Background: an optimization exercise with open tools, aiming at small area, a short achievable clock period and few clock cycles per item. Do not read the settings as production practice. No run shown here included a check of the RTL's function; only the layout flow was run.

<file path="config.mk">
export PLATFORM = sky130hd
export DESIGN_NAME = rgb_to_hsv_pixel_top
export DESIGN_NICKNAME = rgb_to_hsv_pixel_top
export VERILOG_FILES = /design/flow/design.v
export SDC_FILE = /design/flow/constraint.sdc
export NUM_CORES = 4
export LEC_CHECK = 0
export ABC_CLOCK_PERIOD_IN_PS = 3000
export CAP_MARGIN = 20
export CORE_MARGIN = 2
export CORE_UTILIZATION = 40
export SETUP_SLACK_MARGIN = 5
export SLEW_MARGIN = 20
</file>
<file path="constraint.sdc">
create_clock -name core_clock -period 8.5 [get_ports {clock}]
set_input_delay 1.7000 -clock core_clock [delete_from_list [all_inputs] [get_ports {clock}]]
set_output_delay 1.7000 -clock core_clock [all_outputs]
set_load 0.01 [all_outputs]
</file>
<file path="design.v">
module rgb_to_hsv_pixel_top (
   input  logic        clock,
   input  logic        reset,
   input  logic        pix_valid,
   output logic        pix_ready,
   input  logic [7:0]  pix_red,
   input  logic [7:0]  pix_green,
   input  logic [7:0]  pix_blue,
   output logic        hsv_valid,
   input  logic        hsv_ready,
   output logic [14:0] hsv_hue,
   output logic [7:0]  hsv_saturation,
   output logic [7:0]  hsv_brightness,
   output logic        hsv_is_gray
);
   logic v1;
   logic [7:0] s1_pr;
   logic [7:0] s1_pg;
   logic [7:0] s1_pb;
   logic [0:0] rg_1;
   logic [0:0] rb_2;
   logic [0:0] gb_3;
   logic [0:0] isr_4;
   logic [0:0] isg_5;
   logic [1:0] sec_6;
   logic [7:0] mx_7;
   logic [7:0] mn_8;
   logic [7:0] dl_9;
   logic [7:0] da_10;
   logic [7:0] db_11;
   logic [0:0] neg_12;
   logic [7:0] d_13;
   logic [11:0] d15_14;
   logic [7:0] hR_15;
   logic [3:0] hL_16;
   logic v2;
   logic [1:0] s2_sec;
   logic [7:0] s2_mx;
   logic [7:0] s2_dl;
   logic [0:0] s2_neg;
   logic [7:0] s2_hR;
   logic [3:0] s2_hL;
   logic [2:0] hL_17;
   logic [8:0] hT_18;
   logic [9:0] hD_19;
   logic [0:0] hge_20;
   logic [7:0] hR_21;
   logic [0:0] hQ_22;
   logic [1:0] hL_23;
   logic [8:0] hT_24;
   logic [9:0] hD_25;
   logic [0:0] hge_26;
   logic [7:0] hR_27;
   logic [1:0] hQ_28;
   logic v3;
   logic [1:0] s3_sec;
   logic [7:0] s3_mx;
   logic [7:0] s3_dl;
   logic [0:0] s3_neg;
   logic [7:0] s3_hR;
   logic [1:0] s3_hL;
   logic [1:0] s3_hQ;
   logic [0:0] hL_29;
   logic [8:0] hT_30;
   logic [9:0] hD_31;
   logic [0:0] hge_32;
   logic [7:0] hR_33;
   logic [2:0] hQ_34;
   logic [8:0] hT_35;
   logic [9:0] hD_36;
   logic [0:0] hge_37;
   logic [7:0] hR_38;
   logic [3:0] hQ_39;
   logic v4;
   logic [1:0] s4_sec;
   logic [7:0] s4_mx;
   logic [7:0] s4_dl;
   logic [0:0] s4_neg;
   logic [7:0] s4_hR;
   logic [3:0] s4_hQ;
   logic [7:0] nd_40;
   logic [7:0] sR_41;
   logic [8:0] hT_42;
   logic [9:0] hD_43;
   logic [0:0] hge_44;
   logic [7:0] hR_45;
   logic [4:0] hQ_46;
   logic [8:0] sT_47;
   logic [9:0] sD_48;
   logic [0:0] sge_49;
   logic [7:0] sR_50;
   logic [0:0] sQ_51;
   logic [8:0] hT_52;
   logic [9:0] hD_53;
   logic [0:0] hge_54;
   logic [7:0] hR_55;
   logic [5:0] hQ_56;
   logic [8:0] sT_57;
   logic [9:0] sD_58;
   logic [0:0] sge_59;
   logic [7:0] sR_60;
   logic [1:0] sQ_61;
   logic v5;
   logic [1:0] s5_sec;
   logic [7:0] s5_mx;
   logic [7:0] s5_dl;
   logic [0:0] s5_neg;
   logic [7:0] s5_hR;
   logic [5:0] s5_hQ;
   logic [7:0] s5_sR;
   logic [1:0] s5_sQ;
   logic [7:0] nd_62;
   logic [8:0] hT_63;
   logic [9:0] hD_64;
   logic [0:0] hge_65;
   logic [7:0] hR_66;
   logic [6:0] hQ_67;
   logic [8:0] sT_68;
   logic [9:0] sD_69;
   logic [0:0] sge_70;
   logic [7:0] sR_71;
   logic [2:0] sQ_72;
   logic [8:0] hT_73;
   logic [9:0] hD_74;
   logic [0:0] hge_75;
   logic [7:0] hR_76;
   logic [7:0] hQ_77;
   logic [8:0] sT_78;
   logic [9:0] sD_79;
   logic [0:0] sge_80;
   logic [7:0] sR_81;
   logic [3:0] sQ_82;
   logic v6;
   logic [1:0] s6_sec;
   logic [7:0] s6_mx;
   logic [7:0] s6_dl;
   logic [0:0] s6_neg;
   logic [7:0] s6_hR;
   logic [7:0] s6_hQ;
   logic [7:0] s6_sR;
   logic [3:0] s6_sQ;
   logic [7:0] nd_83;
   logic [8:0] hT_84;
   logic [9:0] hD_85;
   logic [0:0] hge_86;
   logic [7:0] hR_87;
   logic [8:0] hQ_88;
   logic [8:0] sT_89;
   logic [9:0] sD_90;
   logic [0:0] sge_91;
   logic [7:0] sR_92;
   logic [4:0] sQ_93;
   logic [8:0] hT_94;
   logic [9:0] hD_95;
   logic [0:0] hge_96;
   logic [7:0] hR_97;
   logic [9:0] hQ_98;
   logic [8:0] sT_99;
   logic [9:0] sD_100;
   logic [0:0] sge_101;
   logic [7:0] sR_102;
   logic [5:0] sQ_103;
   logic v7;
   logic [1:0] s7_sec;
   logic [7:0] s7_mx;
   logic [7:0] s7_dl;
   logic [0:0] s7_neg;
   logic [7:0] s7_hR;
   logic [9:0] s7_hQ;
   logic [7:0] s7_sR;
   logic [5:0] s7_sQ;
   logic [7:0] nd_104;
   logic [8:0] hT_105;
   logic [9:0] hD_106;
   logic [0:0] hge_107;
   logic [7:0] hR_108;
   logic [10:0] hQ_109;
   logic [8:0] sT_110;
   logic [9:0] sD_111;
   logic [0:0] sge_112;
   logic [7:0] sR_113;
   logic [6:0] sQ_114;
   logic [8:0] hT_115;
   logic [9:0] hD_116;
   logic [0:0] hge_117;
   logic [7:0] hR_118;
   logic [11:0] hQ_119;
   logic [8:0] sT_120;
   logic [9:0] sD_121;
   logic [0:0] sge_122;
   logic [7:0] sR_123;
   logic [7:0] sQ_124;
   logic [0:0] gray_125;
   logic v8;
   logic [1:0] s8_sec;
   logic [7:0] s8_mx;
   logic [0:0] s8_neg;
   logic [11:0] s8_hQ;
   logic [7:0] s8_sQ;
   logic [0:0] s8_gray;
   logic [14:0] base_126;
   logic [14:0] sq_127;
   logic [14:0] hue_128;
   logic [7:0] sat_129;
   logic [31:0] res_130;
   logic en;
   logic o_valid;
   logic [31:0] o_res;
   assign rg_1 = s1_pr >= s1_pg;
   assign rb_2 = s1_pr >= s1_pb;
   assign gb_3 = s1_pg >= s1_pb;
   assign isr_4 = rg_1 & rb_2;
   assign isg_5 = ~isr_4 & gb_3;
   assign sec_6 = {~isr_4 & ~isg_5, isg_5};
   assign mx_7 = isr_4 ? s1_pr : (isg_5 ? s1_pg : s1_pb);
   assign mn_8 = rg_1 ? (gb_3 ? s1_pb : s1_pg) : (rb_2 ? s1_pb : s1_pr);
   assign dl_9 = mx_7 - mn_8;
   assign da_10 = isr_4 ? s1_pg : (isg_5 ? s1_pb : s1_pr);
   assign db_11 = isr_4 ? s1_pb : (isg_5 ? s1_pr : s1_pg);
   assign neg_12 = da_10 < db_11;
   assign d_13 = neg_12 ? db_11 - da_10 : da_10 - db_11;
   assign d15_14 = {d_13, 4'b0000} - {4'b0000, d_13};
   assign hR_15 = d15_14[11:4];
   assign hL_16 = d15_14[3:0];
   assign hL_17 = s2_hL[2:0];
   assign hT_18 = {s2_hR, s2_hL[3]};
   assign hD_19 = {1'b0, hT_18} - {2'b00, s2_dl};
   assign hge_20 = ~hD_19[9];
   assign hR_21 = hge_20 ? hD_19[7:0] : hT_18[7:0];
   assign hQ_22 = hge_20;
   assign hL_23 = hL_17[1:0];
   assign hT_24 = {hR_21, hL_17[2]};
   assign hD_25 = {1'b0, hT_24} - {2'b00, s2_dl};
   assign hge_26 = ~hD_25[9];
   assign hR_27 = hge_26 ? hD_25[7:0] : hT_24[7:0];
   assign hQ_28 = {hQ_22, hge_26};
   assign hL_29 = s3_hL[0:0];
   assign hT_30 = {s3_hR, s3_hL[1]};
   assign hD_31 = {1'b0, hT_30} - {2'b00, s3_dl};
   assign hge_32 = ~hD_31[9];
   assign hR_33 = hge_32 ? hD_31[7:0] : hT_30[7:0];
   assign hQ_34 = {s3_hQ, hge_32};
   assign hT_35 = {hR_33, hL_29[0]};
   assign hD_36 = {1'b0, hT_35} - {2'b00, s3_dl};
   assign hge_37 = ~hD_36[9];
   assign hR_38 = hge_37 ? hD_36[7:0] : hT_35[7:0];
   assign hQ_39 = {hQ_34, hge_37};
   assign nd_40 = 8'd0 - s4_dl;
   assign sR_41 = ~nd_40;
   assign hT_42 = {s4_hR, 1'b0};
   assign hD_43 = {1'b0, hT_42} - {2'b00, s4_dl};
   assign hge_44 = ~hD_43[9];
   assign hR_45 = hge_44 ? hD_43[7:0] : hT_42[7:0];
   assign hQ_46 = {s4_hQ, hge_44};
   assign sT_47 = {sR_41, nd_40[7]};
   assign sD_48 = {1'b0, sT_47} - {2'b00, s4_mx};
   assign sge_49 = ~sD_48[9];
   assign sR_50 = sge_49 ? sD_48[7:0] : sT_47[7:0];
   assign sQ_51 = sge_49;
   assign hT_52 = {hR_45, 1'b0};
   assign hD_53 = {1'b0, hT_52} - {2'b00, s4_dl};
   assign hge_54 = ~hD_53[9];
   assign hR_55 = hge_54 ? hD_53[7:0] : hT_52[7:0];
   assign hQ_56 = {hQ_46, hge_54};
   assign sT_57 = {sR_50, nd_40[6]};
   assign sD_58 = {1'b0, sT_57} - {2'b00, s4_mx};
   assign sge_59 = ~sD_58[9];
   assign sR_60 = sge_59 ? sD_58[7:0] : sT_57[7:0];
   assign sQ_61 = {sQ_51, sge_59};
   assign nd_62 = 8'd0 - s5_dl;
   assign hT_63 = {s5_hR, 1'b0};
   assign hD_64 = {1'b0, hT_63} - {2'b00, s5_dl};
   assign hge_65 = ~hD_64[9];
   assign hR_66 = hge_65 ? hD_64[7:0] : hT_63[7:0];
   assign hQ_67 = {s5_hQ, hge_65};
   assign sT_68 = {s5_sR, nd_62[5]};
   assign sD_69 = {1'b0, sT_68} - {2'b00, s5_mx};
   assign sge_70 = ~sD_69[9];
   assign sR_71 = sge_70 ? sD_69[7:0] : sT_68[7:0];
   assign sQ_72 = {s5_sQ, sge_70};
   assign hT_73 = {hR_66, 1'b0};
   assign hD_74 = {1'b0, hT_73} - {2'b00, s5_dl};
   assign hge_75 = ~hD_74[9];
   assign hR_76 = hge_75 ? hD_74[7:0] : hT_73[7:0];
   assign hQ_77 = {hQ_67, hge_75};
   assign sT_78 = {sR_71, nd_62[4]};
   assign sD_79 = {1'b0, sT_78} - {2'b00, s5_mx};
   assign sge_80 = ~sD_79[9];
   assign sR_81 = sge_80 ? sD_79[7:0] : sT_78[7:0];
   assign sQ_82 = {sQ_72, sge_80};
   assign nd_83 = 8'd0 - s6_dl;
   assign hT_84 = {s6_hR, 1'b0};
   assign hD_85 = {1'b0, hT_84} - {2'b00, s6_dl};
   assign hge_86 = ~hD_85[9];
   assign hR_87 = hge_86 ? hD_85[7:0] : hT_84[7:0];
   assign hQ_88 = {s6_hQ, hge_86};
   assign sT_89 = {s6_sR, nd_83[3]};
   assign sD_90 = {1'b0, sT_89} - {2'b00, s6_mx};
   assign sge_91 = ~sD_90[9];
   assign sR_92 = sge_91 ? sD_90[7:0] : sT_89[7:0];
   assign sQ_93 = {s6_sQ, sge_91};
   assign hT_94 = {hR_87, 1'b0};
   assign hD_95 = {1'b0, hT_94} - {2'b00, s6_dl};
   assign hge_96 = ~hD_95[9];
   assign hR_97 = hge_96 ? hD_95[7:0] : hT_94[7:0];
   assign hQ_98 = {hQ_88, hge_96};
   assign sT_99 = {sR_92, nd_83[2]};
   assign sD_100 = {1'b0, sT_99} - {2'b00, s6_mx};
   assign sge_101 = ~sD_100[9];
   assign sR_102 = sge_101 ? sD_100[7:0] : sT_99[7:0];
   assign sQ_103 = {sQ_93, sge_101};
   assign nd_104 = 8'd0 - s7_dl;
   assign hT_105 = {s7_hR, 1'b0};
   assign hD_106 = {1'b0, hT_105} - {2'b00, s7_dl};
   assign hge_107 = ~hD_106[9];
   assign hR_108 = hge_107 ? hD_106[7:0] : hT_105[7:0];
   assign hQ_109 = {s7_hQ, hge_107};
   assign sT_110 = {s7_sR, nd_104[1]};
   assign sD_111 = {1'b0, sT_110} - {2'b00, s7_mx};
   assign sge_112 = ~sD_111[9];
   assign sR_113 = sge_112 ? sD_111[7:0] : sT_110[7:0];
   assign sQ_114 = {s7_sQ, sge_112};
   assign hT_115 = {hR_108, 1'b0};
   assign hD_116 = {1'b0, hT_115} - {2'b00, s7_dl};
   assign hge_117 = ~hD_116[9];
   assign hR_118 = hge_117 ? hD_116[7:0] : hT_115[7:0];
   assign hQ_119 = {hQ_109, hge_117};
   assign sT_120 = {sR_113, nd_104[0]};
   assign sD_121 = {1'b0, sT_120} - {2'b00, s7_mx};
   assign sge_122 = ~sD_121[9];
   assign sR_123 = sge_122 ? sD_121[7:0] : sT_120[7:0];
   assign sQ_124 = {sQ_114, sge_122};
   assign gray_125 = ~|s7_dl;
   assign base_126 = (s8_sec == 2'd1) ? 15'd7680 : (s8_sec == 2'd2) ? 15'd15360 : ((s8_neg && |s8_hQ) ? 15'd23040 : 15'd0);
   assign sq_127 = s8_neg ? (15'd0 - {3'b000, s8_hQ}) : {3'b000, s8_hQ};
   assign hue_128 = s8_gray ? 15'd0 : (base_126 + sq_127);
   assign sat_129 = s8_gray ? 8'd0 : s8_sQ;
   assign res_130 = {hue_128, sat_129, s8_mx, s8_gray};
   always_ff @(posedge clock) begin
      if (reset) v1 <= 1'b0;
      else if (en) v1 <= pix_valid;
   end
   always_ff @(posedge clock) begin
      if (en) begin
         s1_pr <= pix_red;
         s1_pg <= pix_green;
         s1_pb <= pix_blue;
      end
   end
   always_ff @(posedge clock) begin
      if (reset) v2 <= 1'b0;
      else if (en) v2 <= v1;
   end
   always_ff @(posedge clock) begin
      if (en) begin
         s2_sec <= sec_6;
         s2_mx <= mx_7;
         s2_dl <= dl_9;
         s2_neg <= neg_12;
         s2_hR <= hR_15;
         s2_hL <= hL_16;
      end
   end
   always_ff @(posedge clock) begin
      if (reset) v3 <= 1'b0;
      else if (en) v3 <= v2;
   end
   always_ff @(posedge clock) begin
      if (en) begin
         s3_sec <= s2_sec;
         s3_mx <= s2_mx;
         s3_dl <= s2_dl;
         s3_neg <= s2_neg;
         s3_hR <= hR_27;
         s3_hL <= hL_23;
         s3_hQ <= hQ_28;
      end
   end
   always_ff @(posedge clock) begin
      if (reset) v4 <= 1'b0;
      else if (en) v4 <= v3;
   end
   always_ff @(posedge clock) begin
      if (en) begin
         s4_sec <= s3_sec;
         s4_mx <= s3_mx;
         s4_dl <= s3_dl;
         s4_neg <= s3_neg;
         s4_hR <= hR_38;
         s4_hQ <= hQ_39;
      end
   end
   always_ff @(posedge clock) begin
      if (reset) v5 <= 1'b0;
      else if (en) v5 <= v4;
   end
   always_ff @(posedge clock) begin
      if (en) begin
         s5_sec <= s4_sec;
         s5_mx <= s4_mx;
         s5_dl <= s4_dl;
         s5_neg <= s4_neg;
         s5_hR <= hR_55;
         s5_hQ <= hQ_56;
         s5_sR <= sR_60;
         s5_sQ <= sQ_61;
      end
   end
   always_ff @(posedge clock) begin
      if (reset) v6 <= 1'b0;
      else if (en) v6 <= v5;
   end
   always_ff @(posedge clock) begin
      if (en) begin
         s6_sec <= s5_sec;
         s6_mx <= s5_mx;
         s6_dl <= s5_dl;
         s6_neg <= s5_neg;
         s6_hR <= hR_76;
         s6_hQ <= hQ_77;
         s6_sR <= sR_81;
         s6_sQ <= sQ_82;
      end
   end
   always_ff @(posedge clock) begin
      if (reset) v7 <= 1'b0;
      else if (en) v7 <= v6;
   end
   always_ff @(posedge clock) begin
      if (en) begin
         s7_sec <= s6_sec;
         s7_mx <= s6_mx;
         s7_dl <= s6_dl;
         s7_neg <= s6_neg;
         s7_hR <= hR_97;
         s7_hQ <= hQ_98;
         s7_sR <= sR_102;
         s7_sQ <= sQ_103;
      end
   end
   always_ff @(posedge clock) begin
      if (reset) v8 <= 1'b0;
      else if (en) v8 <= v7;
   end
   always_ff @(posedge clock) begin
      if (en) begin
         s8_sec <= s7_sec;
         s8_mx <= s7_mx;
         s8_neg <= s7_neg;
         s8_hQ <= hQ_119;
         s8_sQ <= sQ_124;
         s8_gray <= gray_125;
      end
   end
   logic k_valid;
   logic [31:0] k_res;
   assign en = ~k_valid;
   always_ff @(posedge clock) begin
      if (reset) begin
         o_valid <= 1'b0;
         k_valid <= 1'b0;
      end else begin
         if (~o_valid | hsv_ready) o_valid <= k_valid | v8;
         if (k_valid) k_valid <= ~hsv_ready;
         else         k_valid <= v8 & o_valid & ~hsv_ready;
      end
   end
   always_ff @(posedge clock) begin
      if (~o_valid | hsv_ready) o_res <= k_valid ? k_res : res_130;
      if (~k_valid) k_res <= res_130;
   end
   assign pix_ready      = en;
   assign hsv_valid      = o_valid;
   assign hsv_hue        = o_res[31:17];
   assign hsv_saturation = o_res[16:9];
   assign hsv_brightness = o_res[8:1];
   assign hsv_is_gray    = o_res[0];
endmodule
</file>
<file path="run.sh">
#!/bin/bash
# synth_recipe.tcl (not shown) runs the flow's synth.tcl, then flattens the netlist and writes it again
# the make line also repeats each setting of config.mk as NAME=value (left out here)
make -C /OpenROAD-flow-scripts/flow DESIGN_CONFIG=/design/flow/config.mk WORK_HOME=/design/flow/orfs CLKGATE_MAP_FILE= SYNTH_SCRIPT=/design/flow/synth_recipe.tcl finish
</file>
==> results of run 1 <==
[what timing repair did]
| item | 4_1_cts | 5_1_grt |
|---|---|---|
| setup endpoints to repair | 96 | 95 |
| setup buffers | 222 | 72 |
| cloned | 8 | 1 |
| pin swaps | 151 | 96 |
| resized for setup | 207 | 111 |
[final cells by class]
| type | count | area (um^2) | share of cell area [%] |
|---|---|---|---|
| multi-input combinational | 1267 | 11760 | 41.01 |
| clock buffer | 51 | 1126 | 3.926 |
| tap | 688 | 860.8 | 3.001 |
| inverter | 206 | 792.0 | 2.761 |
| timing repair buffer | 367 | 3327 | 11.60 |
| timing repair inverter | 2 | 13.76 | 0.04798 |
| clock inverter | 26 | 287.8 | 1.003 |
| sequential | 364 | 10510 | 36.65 |
[cells in the final DEF (no fill, tap or decap), types with 51 or more instances in the layout]
cell type	n
ha_1	174
a21oi_1	69
inv_1	170
mux2_4	51
nor2_1	127
a21o_1	51
edfxtp_1	322
clkdlybuf4s50_1	60
xnor2_1	69
buf_4	241
nand2_1	90
[sequential cells by signal (all words and copies together) (netlist names), 10 cells and up]
register,count
k_res,32
s7_hQ,10
s8_hQ,12
o_res,32
[through the flow]
step / util [%] / setup WS [ps]
2_1_floorplan: - / 2986
3_3_place_gp: 44.45 / 2362
3_5_place_dp: 44.45 / 2242
4_1_cts: 52.40 / 3372
5_1_grt: 54.36 / 3070
6_report: 54.36 / 3389
[worst max-delay path: stages, from the launching register on]
cell       delay, ps
edfxtp_1         420
inv_2            110
ha_4             200
nand2b_4         140
a2111oi_4        310
nor2_1            80
nor2_1           150
o21a_4           220
buf_12           120
buf_16           120
mux2i_1           70
nor2_1           150
a21oi_2           60
and2_4           150
fa_2             340
nand2b_4         160
a21oi_4          180
o22a_4           250
inv_6             60
or3_4            400
buf_6            140
a31oi_4          180
nand3_4          120
a21o_1           230
o211ai_1         230
mux2i_1          220
o21ai_1           70
[worst min path at each step]
stage	cells after the start	endpoint	slack, ps	start
2_1_floorplan	0	s3_hL[0]	400	s2_hL[0]
3_3_place_gp	0	s4_sec[0]	400	s3_sec[0]
3_5_place_dp	0	s4_mx[7]	400	s3_mx[7]
4_1_cts	0	s5_sec[1]	410	s4_sec[1]
5_1_grt	0	s5_sec[1]	420	s4_sec[1]
6_report	0	s8_hQ[8]	410	s7_hQ[6]
[cell families after synthesis]
| group | share of synthesized area, % |
|---|---|
| AO/OA/AOI/OAI | 11.58 |
| XOR/XNOR | 5.072 |
| adder cells (fa/ha/maj) | 14.03 |
| buffers and inverters | 4.272 |
| flip-flops | 49.02 |
| multiplexers | 7.616 |
| AND/OR/NAND/NOR | 8.404 |
[layer usage]
| metal | vias up | routed length (um) | track usage (%) |
|---|---|---|---|
| li1 | 7458 | - | - |
| met1 | 7172 | 18780 | 18.05 |
| met2 | 240 | 25260 | 32.08 |
| met3 | 103 | 1480 | 3.014 |
| met4 | 0 | 1790 | 6.968 |
| met5 | - | 0 | 0 |
==> impl_metrics.csv, run 1 <==
group,metric,value,unit
layout,nFillCells,4347,
grt,gr-usage-all-layers,16.78,%
placed_design,gp_congestion,0.8539,
synthesis,yosysTopAreaCell,"edfxtp_1",
synthesis,synth_cell_types,76,
clock_tree,clk_pin_slew,60,ps
clock_tree,cts-root-buf,"clkbuf_16",
floorplanning,ios,62,
detailed_routing,wl_per_cell,15.93,um
clock_tree,clock_latency,570,ps
synthesis,synth_top_area_share,45.10,%
layout,finalNonFillerCells,2971,
detailed_routing,wirelength,47320,um
critical_path,cp-end-kind,"flop",
grt,overflow,0,
critical_path,reg2reg_depth,26,
critical_path,critPathLaunchType,"flop",
synthesis,syn_nets,2125,
synthesis,yosysSeqAreaShare,49.02,%
run,maxCapViolations,0,
clock_tree,cts.sinks,364,
critical_path,endpoint,"s2_hR[6]",
detailed_routing,drtPass1Iterations,5,
synthesis,ys_ff_latch,364,
layout,design_area,28680,um^2
sta,max_slew.worst_pin.slew,914.6,ps
sta,final.setup.tns,0,ps
critical_path,cp_data_arrival_time,5440,ps
floorplanning,start_util,40.64,%
sta,finalSetupViolCount,0,
sta,finalClockSkew,9.299,ps
grt,grt_pass1_vias,15530,
outcome,status,"complete, no violations",
synthesis,ys.flop_type,"edfxtp_1",
critical_path,crit_fanout,5,
critical_path,crit_start,"s1_pg[0]",
synthesis,syn_inst,1868,
grt,antenna_found_initial,0,
detailed_routing,drt_iter0_markers,628,
layout,drive_above_1_share,32.81,%
sta,finalMaxSlewViolations,0,
placed_design,place_area,23450,um^2
placed_design,dp_cells,2591,
grt,grt_max_degree,157,
floorplanning,fp.dieArea,55470,um^2
critical_path,cp.required,8830,ps
clock_tree,cts-buffers-inserted,42,
detailed_routing,drc,0,
sta,rsz0062_at_grt,"yes",
layout,nNetsFinal,2507,
floorplanning,core_area,52760,um^2
clock_tree,cts_buffer_depth,3,
critical_path,crit_type,"reg -> reg",
critical_path,r2r_end,"s2_hR[6]",
sta,period_share,60.12,%
clock_tree,cts_tree,"yes",
synthesis,yosysWarningCount,1,
detailed_routing,vias,14970,
critical_path,r2r_slack,3390,ps
synthesis,yosysMostFrequentCell,"edfxtp_1",
layout,antenna_cells,0,
synthesis,synth_common_cells,"322 x edfxtp_1, 210 x ha_1, 204 x inv_1",
critical_path,r2r_start,"s1_pg[0]",
sta,whs,414.3,ps
sta,min_period,5111,ps
hold_path,hp-class,"reg -> reg",
floorplanning,die_w,235.5,um
synthesis,synth_edf_count,322,
layout,syn2layout_area_growth,33.78,%
synthesis,synth.area.top_cells,"edfxtp_1 45%, ha_1 12%, mux2_2 4.8%",
sta,max_freq,195.7,MHz
synthesis,synth_area,21440,um^2
detailed_routing,drtAntennaViolNets,0,
sta,final_hold_viol_count,0,
floorplanning,die_h,235.5,um
placed_design,hpwlAfterDp,30530,um
grt,grt_pass1_wl,75900,um
synthesis,async_flop_share,0,%
synthesis,syn_avg_cell_area,11.48,um^2
detailed_routing,via_per_inst,5.040,
clock_tree,cts_hold_buf,0,
clock_tree,htreeDepth,2,
floorplanning,num_rows,84,
placed_design,placement.io_buffers,61,
sta,max-slew-margin-rel,38.96,%
==> run 2, diff against run 1 <==
--- a/design.v
+++ b/design.v
@@ -14,11 +14,14 @@
    output logic        hsv_is_gray
 );
-   logic v1;
-   logic [7:0] s1_pr;
-   logic [7:0] s1_pg;
-   logic [7:0] s1_pb;
    logic [0:0] rg_1;
    logic [0:0] rb_2;
    logic [0:0] gb_3;
+   logic v1;
+   logic [7:0] s1_r;
+   logic [7:0] s1_g;
+   logic [7:0] s1_b;
+   logic [0:0] s1_rg;
+   logic [0:0] s1_rb;
+   logic [0:0] s1_gb;
    logic [0:0] isr_4;
    logic [0:0] isg_5;
@@ -26,8 +29,8 @@
    logic [7:0] mx_7;
    logic [7:0] mn_8;
-   logic [7:0] dl_9;
-   logic [7:0] da_10;
-   logic [7:0] db_11;
-   logic [0:0] neg_12;
+   logic [7:0] da_9;
+   logic [7:0] db_10;
+   logic [0:0] neg_11;
+   logic [7:0] dl_12;
    logic [7:0] d_13;
    logic [11:0] d15_14;
@@ -37,6 +40,6 @@
    logic [1:0] s2_sec;
    logic [7:0] s2_mx;
-   logic [7:0] s2_dl;
    logic [0:0] s2_neg;
+   logic [7:0] s2_dl;
    logic [7:0] s2_hR;
    logic [3:0] s2_hL;
@@ -56,6 +59,6 @@
    logic [1:0] s3_sec;
    logic [7:0] s3_mx;
-   logic [7:0] s3_dl;
    logic [0:0] s3_neg;
+   logic [7:0] s3_dl;
    logic [7:0] s3_hR;
    logic [1:0] s3_hL;
@@ -75,6 +78,6 @@
    logic [1:0] s4_sec;
    logic [7:0] s4_mx;
-   logic [7:0] s4_dl;
    logic [0:0] s4_neg;
+   logic [7:0] s4_dl;
    logic [7:0] s4_hR;
    logic [3:0] s4_hQ;
@@ -104,6 +107,6 @@
    logic [1:0] s5_sec;
    logic [7:0] s5_mx;
-   logic [7:0] s5_dl;
    logic [0:0] s5_neg;
+   logic [7:0] s5_dl;
    logic [7:0] s5_hR;
    logic [5:0] s5_hQ;
@@ -134,6 +137,6 @@
    logic [1:0] s6_sec;
    logic [7:0] s6_mx;
-   logic [7:0] s6_dl;
    logic [0:0] s6_neg;
+   logic [7:0] s6_dl;
    logic [7:0] s6_hR;
    logic [7:0] s6_hQ;
@@ -164,6 +167,6 @@
    logic [1:0] s7_sec;
    logic [7:0] s7_mx;
-   logic [7:0] s7_dl;
    logic [0:0] s7_neg;
+   logic [7:0] s7_dl;
    logic [7:0] s7_hR;
    logic [9:0] s7_hQ;
@@ -207,17 +210,17 @@
    logic o_valid;
    logic [31:0] o_res;
-   assign rg_1 = s1_pr >= s1_pg;
-   assign rb_2 = s1_pr >= s1_pb;
-   assign gb_3 = s1_pg >= s1_pb;
-   assign isr_4 = rg_1 & rb_2;
-   assign isg_5 = ~isr_4 & gb_3;
+   assign rg_1 = pix_red >= pix_green;
+   assign rb_2 = pix_red >= pix_blue;
+   assign gb_3 = pix_green >= pix_blue;
+   assign isr_4 = s1_rg & s1_rb;
+   assign isg_5 = ~isr_4 & s1_gb;
    assign sec_6 = {~isr_4 & ~isg_5, isg_5};
-   assign mx_7 = isr_4 ? s1_pr : (isg_5 ? s1_pg : s1_pb);
-   assign mn_8 = rg_1 ? (gb_3 ? s1_pb : s1_pg) : (rb_2 ? s1_pb : s1_pr);
-   assign dl_9 = mx_7 - mn_8;
-   assign da_10 = isr_4 ? s1_pg : (isg_5 ? s1_pb : s1_pr);
-   assign db_11 = isr_4 ? s1_pb : (isg_5 ? s1_pr : s1_pg);
-   assign neg_12 = da_10 < db_11;
-   assign d_13 = neg_12 ? db_11 - da_10 : da_10 - db_11;
+   assign mx_7 = isr_4 ? s1_r : (isg_5 ? s1_g : s1_b);
+   assign mn_8 = s1_rg ? (s1_gb ? s1_b : s1_g) : (s1_rb ? s1_b : s1_r);
+   assign da_9 = isr_4 ? s1_g : (isg_5 ? s1_b : s1_r);
+   assign db_10 = isr_4 ? s1_b : (isg_5 ? s1_r : s1_g);
+   assign neg_11 = isr_4 ? ~s1_gb : (isg_5 ? s1_rb : ~s1_rg);
+   assign dl_12 = mx_7 - mn_8;
+   assign d_13 = neg_11 ? db_10 - da_9 : da_9 - db_10;
    assign d15_14 = {d_13, 4'b0000} - {4'b0000, d_13};
    assign hR_15 = d15_14[11:4];
@@ -343,7 +346,10 @@
    always_ff @(posedge clock) begin
       if (en) begin
-         s1_pr <= pix_red;
-         s1_pg <= pix_green;
-         s1_pb <= pix_blue;
+         s1_r <= pix_red;
+         s1_g <= pix_green;
+         s1_b <= pix_blue;
+         s1_rg <= rg_1;
+         s1_rb <= rb_2;
+         s1_gb <= gb_3;
       end
    end
@@ -356,6 +362,6 @@
          s2_sec <= sec_6;
          s2_mx <= mx_7;
-         s2_dl <= dl_9;
-         s2_neg <= neg_12;
+         s2_neg <= neg_11;
+         s2_dl <= dl_12;
          s2_hR <= hR_15;
          s2_hL <= hL_16;
@@ -370,6 +376,6 @@
          s3_sec <= s2_sec;
          s3_mx <= s2_mx;
-         s3_dl <= s2_dl;
          s3_neg <= s2_neg;
+         s3_dl <= s2_dl;
          s3_hR <= hR_27;
          s3_hL <= hL_23;
@@ -385,6 +391,6 @@
          s4_sec <= s3_sec;
          s4_mx <= s3_mx;
-         s4_dl <= s3_dl;
          s4_neg <= s3_neg;
+         s4_dl <= s3_dl;
          s4_hR <= hR_38;
          s4_hQ <= hQ_39;
@@ -399,6 +405,6 @@
          s5_sec <= s4_sec;
          s5_mx <= s4_mx;
-         s5_dl <= s4_dl;
          s5_neg <= s4_neg;
+         s5_dl <= s4_dl;
          s5_hR <= hR_55;
          s5_hQ <= hQ_56;
@@ -415,6 +421,6 @@
          s6_sec <= s5_sec;
          s6_mx <= s5_mx;
-         s6_dl <= s5_dl;
          s6_neg <= s5_neg;
+         s6_dl <= s5_dl;
          s6_hR <= hR_76;
          s6_hQ <= hQ_77;
@@ -431,6 +437,6 @@
          s7_sec <= s6_sec;
          s7_mx <= s6_mx;
-         s7_dl <= s6_dl;
          s7_neg <= s6_neg;
+         s7_dl <= s6_dl;
          s7_hR <= hR_97;
          s7_hQ <= hQ_98;
--- a/config.mk
+++ b/config.mk
@@ -6,5 +6,5 @@
 export NUM_CORES = 4
 export LEC_CHECK = 0
-export ABC_CLOCK_PERIOD_IN_PS = 3000
+export ABC_CLOCK_PERIOD_IN_PS = 3500
 export CAP_MARGIN = 20
 export CORE_MARGIN = 2
==> impl_metrics.csv, run 2 <==
group,metric,value,unit
outcome,status,"complete, no violations",
grt,gr-usage-all-layers,16.37,%
grt,grt_max_degree,153,
synthesis,synthSimpleGateAreaFrac,8.190,%
synthesis,yosysSeqAreaShare,48.86,%
critical_path,crit_fanout,6,
grt,overflow,0,
synthesis,synth.area.top_cells,"edfxtp_1 45%, ha_1 12%, dfxtp_1 3.9%",
critical_path,cp_data_arrival_time,4590,ps
critical_path,cp_cell_sequence,"or4_4 -> nor2_4 -> xnor2_4 -> ha_2 -> nor2b_1 -> o21a_1 -> o21a_1 -> o211ai_1 -> nand2_2 -> buf_6 -> nor2_4 -> a21oi_2 -> ha_1 -> o21ai_2 -> a21oi_2 -> o21ai_2 -> a21oi_2 -> o21ai_4 -> nand2_4 -> mux2_4",
sta,finalMaxSlewViolations,0,
layout,nNetsFinal,2476,
floorplanning,core_area,53710,um^2
detailed_routing,drtPass1Iterations,6,
sta,finalSetupViolCount,0,
clock_tree,clock_latency,570,ps
clock_tree,cts-root-buf,"clkbuf_16",
synthesis,ys.flop_type,"edfxtp_1",
synthesis,synth_edf_count,325,
critical_path,cp.required,8820,ps
hold_path,hp-class,"reg -> reg",
detailed_routing,wirelength,47600,um
sta,whs,416.2,ps
synthesis,async_flop_share,0,%
synthesis,synth_top_family_by_area,"adder cells",
synthesis,syn_avg_cell_area,11.47,um^2
synthesis,synthMuxAreaShare,7.152,%
synthesis,ys_ff_latch,367,
critical_path,cp_slowest_cell,"or4_4",
synthesis,yosysMostFrequentCell,"edfxtp_1",
floorplanning,ios,62,
sta,final_hold_viol_count,0,
clock_tree,clk_pin_slew,60,ps
grt,grt_pass1_wl,75370,um
synthesis,synth_xor_area_share,5.006,%
synthesis,yosysTopAreaCell,"edfxtp_1",
detailed_routing,drtAntennaViolNets,0,
critical_path,cp-end-kind,"flop",
placed_design,preCtsSetupSlack,3599,ps
floorplanning,fp.dieArea,56110,um^2
detailed_routing,wl_per_cell,16.15,um
critical_path,cp_common_cell,"a21oi_2",
placed_design,placement.io_buffers,61,
layout,largestRegisters,"k_res: 32 flops, o_res: 32 flops, s8_hQ: 12 flops",
detailed_routing,drt_iter0_markers,607,
critical_path,crit_family,"compound AO/OA/AOI/OAI gates",
clock_tree,cts.sinks,367,
clock_tree,cts-buffers-inserted,42,
floorplanning,die_w,236.9,um
layout,utilization,52.98,%
sta,period_share,50.30,%
critical_path,crit_type,"reg -> reg",
placed_design,gp_congestion,0.8405,
sta,finalClockSkew,12.84,ps
layout,final_cell_mix,"325 x edfxtp_1, 203 x buf_4, 175 x inv_1",
sta,max_freq,233.9,MHz
synthesis,synthAdderAreaFrac,14.04,%
sta,final.setup.tns,0,ps
grt,antenna_found_initial,0,
sta,min_period,4276,ps
clock_tree,cts_tree,"yes",
synthesis,syn_nets,2152,
layout,drive_above_1_share,31.56,%
critical_path,critPathLaunchType,"flop",
detailed_routing,drc,0,
synthesis,synth_cell_types,78,
layout,syn2layout_area_growth,31.17,%
synthesis,syn_inst,1892,
floorplanning,num_rows,85,
detailed_routing,via_per_inst,5.109,
critical_path,slowest_delay,560,ps
sta,max_slew.worst_pin.slew,944.1,ps
sta,rsz0062_at_grt,"yes",
sta,fin_ws,4224,ps
layout,mostFrequentLayoutCell,"edfxtp_1",
synthesis,synth_compound_area_share,12.46,%
placed_design,hpwlAfterDp,30600,um
run,maxCapViolations,0,
clock_tree,htreeDepth,2,
sta,max-slew-margin-rel,37.06,%
floorplanning,die_h,236.9,um
grt,grt_pass1_vias,15730,
synthesis,synth_common_cells,"325 x edfxtp_1, 213 x ha_1, 204 x inv_1",
floorplanning,start_util,40.39,%
synthesis,synth_top_area_share,44.99,%
layout,nFillCells,4421,
clock_tree,cts_buffer_depth,3,
detailed_routing,vias,15060,
critical_path,crit_buf_inv,1,
synthesis,yosysWarningCount,1,
synthesis,synth_area,21690,um^2
## run 2: cell types whose count changed after synthesis, sizes merged, moves of 10 or more
cell	change
a21oi	+33
a21boi	-11
nand2b	-11
o21a	+11
a211oi	+10
## run 2: area by class of cell
cell class,count,area [um^2],share of cell area (%)
sequential,367,10600,37.26
antenna,1,2.502,0.008794
timing repair buffer,310,2746,9.651
inverter,206,804.5,2.827
tap,696,870.8,3.060
multi-input combinational,1289,11940,41.97
clock inverter,24,307.8,1.082
clock buffer,54,1179,4.142
## run 2: worst paths after layout
path,startpoint,endpoint,slack [ps],cells after the start
worst min-delay path,s3_mx[4],s4_mx[4],420,0
worst min register to register,s3_mx[4],s4_mx[4],420,0
worst max-delay path,s5_dl[3],s6_sR[5],4220,20
worst max register to register,s5_dl[3],s6_sR[5],4220,20
## run 2: metrics by stage
step                      cell area (um^2)  cells
after detailed placement             23410   2625
after floorplan                      22120   1892
final                                28460   2947
after global routing                 28450   2946
after CTS                            27270   2879
after global placement               23410   2625
## run 2: kinds of logic after synthesis
kind of cell | Yosys count
AND/OR/NAND/NOR | 373
buffers and inverters | 238
multiplexers | 141
flip-flops | 367
AO/OA/AOI/OAI | 417
XOR/XNOR | 124
adder cells (fa/ha/maj) | 232
## run 2: what timing repair did
action                     4_1_cts  5_1_grt
gates resized for setup        214      158
gates cloned                     3        2
setup buffers                  173       65
hold buffers                     0        0
pin swaps                      138      116
setup endpoints to repair       85       84
## run 2: layer usage
layer | vias up | global-route usage (%) | routed length, um
li1 | 7447 | - | -
met5 | - | 0 | 0
met1 | 7257 | 17.83 | 19170
met2 | 245 | 31.17 | 25260
met4 | 0 | 6.617 | 1727
met3 | 106 | 2.891 | 1440
==> run 3, diff against run 2 <==
--- a/design.v
+++ b/design.v
@@ -249,5 +249,5 @@
    assign hR_38 = hge_37 ? hD_36[7:0] : hT_35[7:0];
    assign hQ_39 = {hQ_34, hge_37};
-   assign nd_40 = 8'd0 - s4_dl;
+   assign nd_40 = {s4_dl[7] ^ (|s4_dl[6:0]), s4_dl[6] ^ (|s4_dl[5:0]), s4_dl[5] ^ (|s4_dl[4:0]), s4_dl[4] ^ (|s4_dl[3:0]), s4_dl[3] ^ (|s4_dl[2:0]), s4_dl[2] ^ (|s4_dl[1:0]), s4_dl[1] ^ (|s4_dl[0:0]), s4_dl[0]};
    assign sR_41 = ~nd_40;
    assign hT_42 = {s4_hR, 1'b0};
@@ -271,5 +271,5 @@
    assign sR_60 = sge_59 ? sD_58[7:0] : sT_57[7:0];
    assign sQ_61 = {sQ_51, sge_59};
-   assign nd_62 = 8'd0 - s5_dl;
+   assign nd_62 = {s5_dl[7] ^ (|s5_dl[6:0]), s5_dl[6] ^ (|s5_dl[5:0]), s5_dl[5] ^ (|s5_dl[4:0]), s5_dl[4] ^ (|s5_dl[3:0]), s5_dl[3] ^ (|s5_dl[2:0]), s5_dl[2] ^ (|s5_dl[1:0]), s5_dl[1] ^ (|s5_dl[0:0]), s5_dl[0]};
    assign hT_63 = {s5_hR, 1'b0};
    assign hD_64 = {1'b0, hT_63} - {2'b00, s5_dl};
@@ -292,5 +292,5 @@
    assign sR_81 = sge_80 ? sD_79[7:0] : sT_78[7:0];
    assign sQ_82 = {sQ_72, sge_80};
-   assign nd_83 = 8'd0 - s6_dl;
+   assign nd_83 = {s6_dl[7] ^ (|s6_dl[6:0]), s6_dl[6] ^ (|s6_dl[5:0]), s6_dl[5] ^ (|s6_dl[4:0]), s6_dl[4] ^ (|s6_dl[3:0]), s6_dl[3] ^ (|s6_dl[2:0]), s6_dl[2] ^ (|s6_dl[1:0]), s6_dl[1] ^ (|s6_dl[0:0]), s6_dl[0]};
    assign hT_84 = {s6_hR, 1'b0};
    assign hD_85 = {1'b0, hT_84} - {2'b00, s6_dl};
@@ -313,5 +313,5 @@
    assign sR_102 = sge_101 ? sD_100[7:0] : sT_99[7:0];
    assign sQ_103 = {sQ_93, sge_101};
-   assign nd_104 = 8'd0 - s7_dl;
+   assign nd_104 = {s7_dl[7] ^ (|s7_dl[6:0]), s7_dl[6] ^ (|s7_dl[5:0]), s7_dl[5] ^ (|s7_dl[4:0]), s7_dl[4] ^ (|s7_dl[3:0]), s7_dl[3] ^ (|s7_dl[2:0]), s7_dl[2] ^ (|s7_dl[1:0]), s7_dl[1] ^ (|s7_dl[0:0]), s7_dl[0]};
    assign hT_105 = {s7_hR, 1'b0};
    assign hD_106 = {1'b0, hT_105} - {2'b00, s7_dl};
==> impl_metrics.csv, run 3 <==
group,metric,value,unit
synthesis,ys_ff_latch,367,
floorplanning,die_h,235.6,um
grt,grt_pass1_wl,71300,um
clock_tree,cts_hold_buf,0,
sta,max-slew-margin-rel,49.42,%
hold_path,min_path_cells,0,
critical_path,r2r_slack,4170,ps
critical_path,cp.required,8820,ps
detailed_routing,drtAntennaViolNets,0,
layout,antenna_cells,0,
synthesis,synth.area.top_cells,"edfxtp_1 45%, ha_1 13%, dfxtp_1 3.9%",
placed_design,hpwlAfterDp,29530,um
clock_tree,htreeDepth,2,
floorplanning,ios,62,
clock_tree,cts.sinks,367,
synthesis,yosysTopAreaCell,"edfxtp_1",
floorplanning,start_util,40.68,%
layout,final_cell_mix,"325 x edfxtp_1, 173 x inv_1, 173 x ha_1",
synthesis,synth_edf_count,325,
sta,finalClockSkew,13.07,ps
grt,grt_max_degree,125,
layout,nFillCells,4397,
hold_path,hp-start,"s4_sec[0]",
synthesis,syn_inst,1845,
critical_path,r2r_end,"s5_sR[6]",
grt,antenna_found_initial,0,
detailed_routing,wl_per_cell,15.96,um
layout,mostFrequentLayoutCell,"edfxtp_1",
grt,gr-usage-all-layers,15.68,%
synthesis,synth_top_area_share,45.47,%
critical_path,r2r_start,"s4_dl[0]",
critical_path,crit_type,"reg -> reg",
floorplanning,fp.dieArea,55520,um^2
critical_path,reg2reg_depth,20,
grt,overflow,0,
sta,period_share,50.95,%
layout,drive_above_1_share,28.07,%
sta,finalMaxSlewViolations,0,
detailed_routing,drt_iter0_markers,576,
critical_path,cp_data_arrival_time,4650,ps
synthesis,yosysSeqAreaShare,49.39,%
detailed_routing,vias,14410,
layout,syn2layout_area_growth,28.95,%
layout,multi_input_area,11600,um^2
synthesis,yosysMostFrequentCell,"edfxtp_1",
hold_path,min_to,"s5_sec[0]",
floorplanning,die_w,235.6,um
sta,finalSetupViolCount,0,
synthesis,synth_cell_types,70,
outcome,status,"complete, no violations",
critical_path,crit_start,"s4_dl[0]",
clock_tree,cts_buffer_depth,3,
critical_path,cp-end-kind,"flop",
detailed_routing,via_per_inst,5.068,
sta,max_slew.worst_pin.slew,758.7,ps
run,maxCapViolations,0,
critical_path,crit_fanout,7,
floorplanning,num_rows,84,
synthesis,synth_area,21460,um^2
sta,min_period,4331,ps
placed_design,placement.io_buffers,61,
layout,register_area,10600,um^2
synthesis,synth_common_cells,"325 x edfxtp_1, 215 x ha_1, 194 x inv_1",
detailed_routing,drtPass1Iterations,7,
clock_tree,clock_latency,570,ps
hold_path,hp-class,"reg -> reg",
grt,grt_pass1_vias,14610,
clock_tree,cts-buffers-inserted,42,
critical_path,critPathLaunchType,"flop",
floorplanning,core_area,52760,um^2
synthesis,yosysWarningCount,1,
detailed_routing,wirelength,45370,um
placed_design,gp_congestion,0.8629,
clock_tree,cts-root-buf,"clkbuf_16",
layout,largestRegisters,"k_res: 32 flops, o_res: 32 flops, s8_hQ: 12 flops",
layout,nNetsFinal,2384,
sta,rsz0062_at_grt,"yes",
clock_tree,cts_tree,"yes",
sta,final_hold_viol_count,0,
synthesis,syn_avg_cell_area,11.63,um^2
layout,design_area,27670,um^2
clock_tree,clk_pin_slew,60,ps
synthesis,async_flop_share,0,%
synthesis,ys.flop_type,"edfxtp_1",
sta,final.setup.tns,0,ps
sta,max_freq,230.9,MHz
detailed_routing,drc,0,
synthesis,syn_nets,2107,
placed_design,place_area,23340,um^2
==> run 3: cell families after synthesis <==
| group | Yosys count | synth area share (%) |
|---|---|---|
| XOR/XNOR | 123 | 5.055 |
| flip-flops | 367 | 49.39 |
| AND/OR/NAND/NOR | 356 | 8.074 |
| AO/OA/AOI/OAI | 391 | 11.56 |
| buffers and inverters | 223 | 3.912 |
| multiplexers | 151 | 7.701 |
| adder cells (fa/ha/maj) | 234 | 14.31 |
==> run 3: stage by stage <==
stage | instances | hold WS [ps] | setup slack (ps) | util [%]
6_report | 2843 | 407.9 | 4169 | 52.45
5_1_grt | 2843 | 417.3 | 3953 | 52.45
4_1_cts | 2775 | 403.4 | 4258 | 50.29
3_5_place_dp | 2572 | 404.5 | 3829 | 44.24
3_3_place_gp | 2572 | 402.4 | 3966 | 44.24
2_1_floorplan | 1845 | 400.3 | 2954 | -
==> run 3: cell type report <==
cell class | instances | area share (%)
flip-flops and latches | 367 | 38.31
clock buffers | 48 | 3.956
repair buffers | 259 | 8.785
clock inverters | 29 | 1.266
inverters | 194 | 2.672
multi-input cells | 1258 | 41.90
well taps | 688 | 3.111
==> run 3: worst max-delay path by stage <==
| stage | cells after the start | slack [ps] | to |
|---|---|---|---|
| floorplan | 3 | 2950 | pix_ready |
| global placement | 21 | 3970 | s5_sR[3] |
| detailed placement | 21 | 3830 | s5_sR[6] |
| CTS | 21 | 4260 | s5_sR[6] |
| global route | 22 | 3950 | s5_sR[6] |
| finish | 20 | 4170 | s5_sR[6] |
==> run 3: metal layers <==
layer	track usage, %	part of all wire (%)	wire length [um]
met1	17.12	40	18130
met2	29.10	53	23900
met3	3.084	3.4	1525
met4	7.373	4.0	1816
met5	0	0	0
==> run 3: repair_timing <==
item | 4_1_cts | 5_1_grt
setup buffers | 117 | 68
pin swaps | 80 | 128
setup endpoints to repair | 88 | 87
resized for setup | 144 | 131
cloned | 9 | 0
==> run 3: worst max-delay path, stage by stage, from the launching register on <==
cell and delay [ps]:
edfxtp_1 440, inv_2 110, ha_4 130, or3b_4 400
nor4_4 310, xnor2_2 110, ha_2 200, nor2b_1 120
o21a_1 180, o21ai_2 80, a21oi_2 170, nand2_2 90
nand2_4 140, mux2i_4 280, ha_4 240, a21boi_2 170
o21ai_2 170, a21oi_2 100, o21ai_4 190, nand2_4 130
mux2_4 320

what the ideal ports hide:
How much do the figures lean on ideal ports? The routed layouts below were timed once more, with nothing changed but the port constraints. Step 1: set_driving_cell puts a clkbuf_16 on clock and a buf_2 on each other input, an assumption about the parent block. Step 2 times the ports against the registers' clock, not the clock port: input delays grow and output delays shrink by t, the midpoint of the rising clock arrivals with the driver on. Three values: ideal ports, drivers, drivers and shift; two values: the first two.
run | shift t [ns] | slack for setup (ns) | slew at the worst register clock pin (ns) | pins driven straight from the clock port
run 1 | 0.624 | 3.389 / 3.389 / 3.389 | 0.06 / 0.06 | 1
run 2 | 0.625 | 4.224 / 4.224 / 4.224 | 0.07 / 0.07 | 1
run 3 | 0.629 | 4.169 / 4.169 / 4.169 | 0.06 / 0.06 | 1
After both steps setup and hold are still met in every run listed.
